Context: an optimization exercise on an open-source flow, tuned for small area. The choices shown serve that exercise and are no tape-out recipe.
In this exercise RTL edits were held to simulation tests only and were not proved equivalent to the original.
Power figures rest on the tool's default switching activity, not on a simulated workload. No driver is modelled on the clock port, so clocking that relies on it looks cheaper here than on a real chip.

==> job 8940: inputs <==
==> flow/design.v (excerpt) <==
module pdm_cic_main (
   input  logic                      clk,
   input  logic                      reset,
   output logic                      clk_out_pdm,
   input  logic [7:0]                din,
   output logic                      hop,
   output logic [255:0]              val_flat
);
==> module cic_channel, before the edit <==
module cic_channel (
   input  logic        clk,
   input  logic        reset,
   input  logic        line_a,
   input  logic        line_b,
   input  logic        ph_hi,       
   input  logic        keep,        
   input  logic        shs,         
   input  logic [13:0] c0_old, c0_new, c0_both,
   input  logic [15:0] c1_old, c1_new, c1_both,
   input  logic [15:0] c2_old, c2_new, c2_both,
   input  logic [13:0] c3_old, c3_new, c3_both,
   input  logic [19:0] k0, k1, k2,
   input  logic [15:0] k3,
   output logic [15:0] out_s0,
   output logic [15:0] out_s1,
   output logic [15:0] out_s2,
   output logic [15:0] out_s3
);
   logic        buf_far, buf_near;
   logic        b_old, b_new;
   logic [19:0] r0 [4];
   logic [19:0] r1 [4];
   logic [19:0] r2 [4];
   logic [15:0] r3 [4];
   logic [19:0] a0, a1, a2;
   logic [15:0] a3;
   logic [13:0] w0, w3;
   logic [15:0] w1, w2;
   logic [20:0] s0;
   logic [19:0] s1, s2;
   logic [15:0] s3;
   always_ff @(posedge clk or negedge reset) begin
      if (!reset) begin
         buf_far  <= 1'b0;
         buf_near <= 1'b0;
      end else begin
         buf_far  <= ph_hi ? line_a : line_b;
         buf_near <= buf_far;
      end
   end
   assign b_old = buf_near;
   assign b_new = ph_hi ? line_b : line_a;
   always_comb begin
      w0 = ({14{b_old & ~b_new}} & c0_old) | ({14{~b_old & b_new}} & c0_new) | ({14{b_old & b_new}} & c0_both);
      w1 = ({16{b_old & ~b_new}} & c1_old) | ({16{~b_old & b_new}} & c1_new) | ({16{b_old & b_new}} & c1_both);
      w2 = ({16{b_old & ~b_new}} & c2_old) | ({16{~b_old & b_new}} & c2_new) | ({16{b_old & b_new}} & c2_both);
      w3 = ({14{b_old & ~b_new}} & c3_old) | ({14{~b_old & b_new}} & c3_new) | ({14{b_old & b_new}} & c3_both);
      a0 = ({20{keep}} & r0[0]) | ({20{shs}} & r1[0]) | k0;
      a1 = ({20{keep}} & r1[0]) | ({20{shs}} & r2[0]) | k1;
      a2 = ({20{keep}} & r2[0]) | ({20{shs}} & {4'd0, r3[0]}) | k2;
      a3 = ({16{keep}} & r3[0]) | k3;
   end
   cic_add #(.W(20), .CW(14)) u_add0 (.a(a0), .b(w0), .s(s0[19:0]), .co(s0[20]));
   cic_add #(.W(20), .CW(16)) u_add1 (.a(a1), .b(w1), .s(s1), .co());
   cic_add #(.W(20), .CW(16)) u_add2 (.a(a2), .b(w2), .s(s2), .co());
   cic_add #(.W(16), .CW(14)) u_add3 (.a(a3), .b(w3), .s(s3), .co());
   always_ff @(posedge clk) begin
      r0[1] <= {s0[19:4] | {16{s0[20]}}, s0[3:0]};
      r1[1] <= s1;
      r2[1] <= s2;
      r3[1] <= s3;
      for (int i = 1; i < 3; i++) begin
         r0[i+1] <= r0[i];
         r1[i+1] <= r1[i];
         r2[i+1] <= r2[i];
         r3[i+1] <= r3[i];
      end
      r0[0] <= r0[3];
      r1[0] <= r1[3];
      r2[0] <= r2[3];
      r3[0] <= r3[3];
   end
   assign out_s0 = {~r0[2][19], r0[2][18:4]};
   assign out_s1 = {~r0[1][19], r0[1][18:4]};
   assign out_s2 = {~r0[0][19], r0[0][18:4]};
   assign out_s3 = {~r0[3][19], r0[3][18:4]};
endmodule
Settings: LEC_CHECK=0, ABC_AREA=1, CAP_MARGIN=0, CORE_MARGIN=2, CORE_UTILIZATION=40, CTS_BUF_LIST=sky130_fd_sc_hd__clkbuf_16, CTS_CLUSTER_DIAMETER=120, CTS_CLUSTER_SIZE=28, SLEW_MARGIN=0; clock period 10.0 ns.
run.sh (not shown) runs the stock make flow with config.mk's settings and CLKGATE_MAP_FILE= SYNTH_SCRIPT=/design/flow/synth_recipe.tcl, a recipe that flattens the netlist after the stock synthesis.
==> job 9770 (differences from job 8940) <==
--- a/flow/design.v
+++ b/flow/design.v
@@ -541,7 +541,7 @@
    cic_add #(.W(20), .CW(16)) u_add2 (.a(a2), .b(w2), .s(s2), .co());
    cic_add #(.W(16), .CW(14)) u_add3 (.a(a3), .b(w3), .s(s3), .co());
    always_ff @(posedge clk) begin
-      r0[1] <= {s0[19:4] | {16{s0[20]}}, s0[3:0]};
+      r0[1] <= s0[19:0] | {20{s0[20]}};
       r1[1] <= s1;
       r2[1] <= s2;
       r3[1] <= s3;
- CAP_MARGIN: 0 -> 20
- CTS_BUF_LIST: sky130_fd_sc_hd__clkbuf_16 -> not set
- CTS_CLUSTER_DIAMETER: 120 -> not set
- CTS_CLUSTER_SIZE: 28 -> not set
- SLEW_MARGIN: 0 -> 20
==> job 2495 (differences from job 8940) <==
==> flow/flow/run.sh (new file) <==
#!/bin/bash
# The standard layout (standard.sh, unchanged synthesis) with two changes:
#  - each port gets the smallest buffer cell (buf_1) instead of the default pick
#  - clock tree synthesis without dummy loads
set -uo pipefail
export BUFFER_PORTS_ARGS="-buffer_cell sky130_fd_sc_hd__buf_1"
export CTS_ARGS="-sink_clustering_enable -repair_clock_nets -dont_use_dummy_load -buf_list sky130_fd_sc_hd__clkbuf_16 -sink_clustering_size 28 -sink_clustering_max_diameter 120"
bash standard.sh > standard.log 2>&1
==> flow/standard.sh (new file) <==
#!/bin/bash
# synth_recipe.tcl (not shown) runs the flow's synth.tcl, then flattens the netlist and writes it again
# the make line also repeats each setting of config.mk as NAME=value (left out here)
make -C /OpenROAD-flow-scripts/flow DESIGN_CONFIG=/design/flow/config.mk WORK_HOME=/design/flow/orfs CLKGATE_MAP_FILE= SYNTH_SCRIPT=/design/flow/synth_recipe.tcl "${@:-finish}"
- CORE_UTILIZATION: 40 -> 55
- CTS_BUF_LIST: sky130_fd_sc_hd__clkbuf_16 -> not set
- CTS_CLUSTER_DIAMETER: 120 -> not set
- CTS_CLUSTER_SIZE: 28 -> not set
removed: flow/run.sh
==> results.txt <==
|  | job 9770 | job 2495 | job 8940 |
|---|---|---|---|
| P_seq | 8.22 mW | 8.21 mW | 8.13 mW |
| Htree depth | 3 | 2 | 2 |
| Relative slew slack | 21.6% | 6.72% | 13.9% |
| Compound-Gate Fraction of Synth Area | 6.12% | 6.21% | 6.21% |
| Syn Inst Count | 4410 | 4426 | 4426 |
| Initial standard-cell utilization of the core | 40.2% | 55.4% | 40.2% |
| Yosys top cell area share | 55.7% | 55.8% | 55.8% |
| Insertion delay to the later sink of the worst-skew pair | 0.72 ns | 0.67 ns | 0.72 ns |
| Number of cells upsized or downsized after cts | 29 | 1 | 14 |
| Final period util | 98.4% | 97.9% | 98.1% |
| Outcome | timing/DRC/antenna clean | timing/DRC/antenna clean | timing/DRC/antenna clean |
| Pwr per Cell Area | 321 mW/mm^2 | 293 mW/mm^2 | 290 mW/mm^2 |
| Launch instance of the worst min-delay path | g_grp[2].u_grp.r1[1][3]$_DFF_P_ | g_grp[0].u_grp.r2[1][8]$_DFF_P_ | g_grp[2].u_grp.r2[2][7]$_DFF_P_ |
| Core Box Area | 0.109 sq mm | 0.0787 sq mm | 0.109 sq mm |
| Cell area after technology mapping | 0.0437 sq mm | 0.0437 sq mm | 0.0437 sq mm |
| Detail Route met2 WL | 65000 microns | 60300 microns | 60300 microns |
| Largest net degree at the start of global routing | 59 | 79 | 104 |
| Share of synthesized cell area in and, or, nand and nor gates | 15.8% | 15.5% | 15.5% |

static timing again, ports no longer ideal:
How much do the figures lean on ideal ports? The routed layouts below were timed once more, with nothing changed but the port constraints. Step 1 assumes that a clkbuf_16 drives the clock port and a buf_2 every other input. Step 2 times the ports against the registers' clock, not the clock port: input delays grow and output delays shrink by t, the midpoint of the rising clock arrivals with the driver on. a / b / c = ideal / step 1 / step 2; a / b = the first two.
run | t (ns) | setup slack, ns | hold slack, ns | worst setup path after step 2 | latest minus earliest clock arrival (ns)
job 8940 | 0.766 | 0.186 / 0.237 / -0.529 | 0.311 / 0.311 / 0.311 | input to register | 0.056 / 0.057
job 9770 | 0.768 | 0.164 / 0.216 / -0.551 | 0.290 / 0.290 / 0.290 | input to register | 0.065 / 0.065
job 2495 | 0.700 | 0.213 / 0.263 / -0.437 | 0.298 / 0.298 / 0.298 | input to register | 0.089 / 0.088
Met with ideal ports but missed after step 2: setup timing in every run listed.
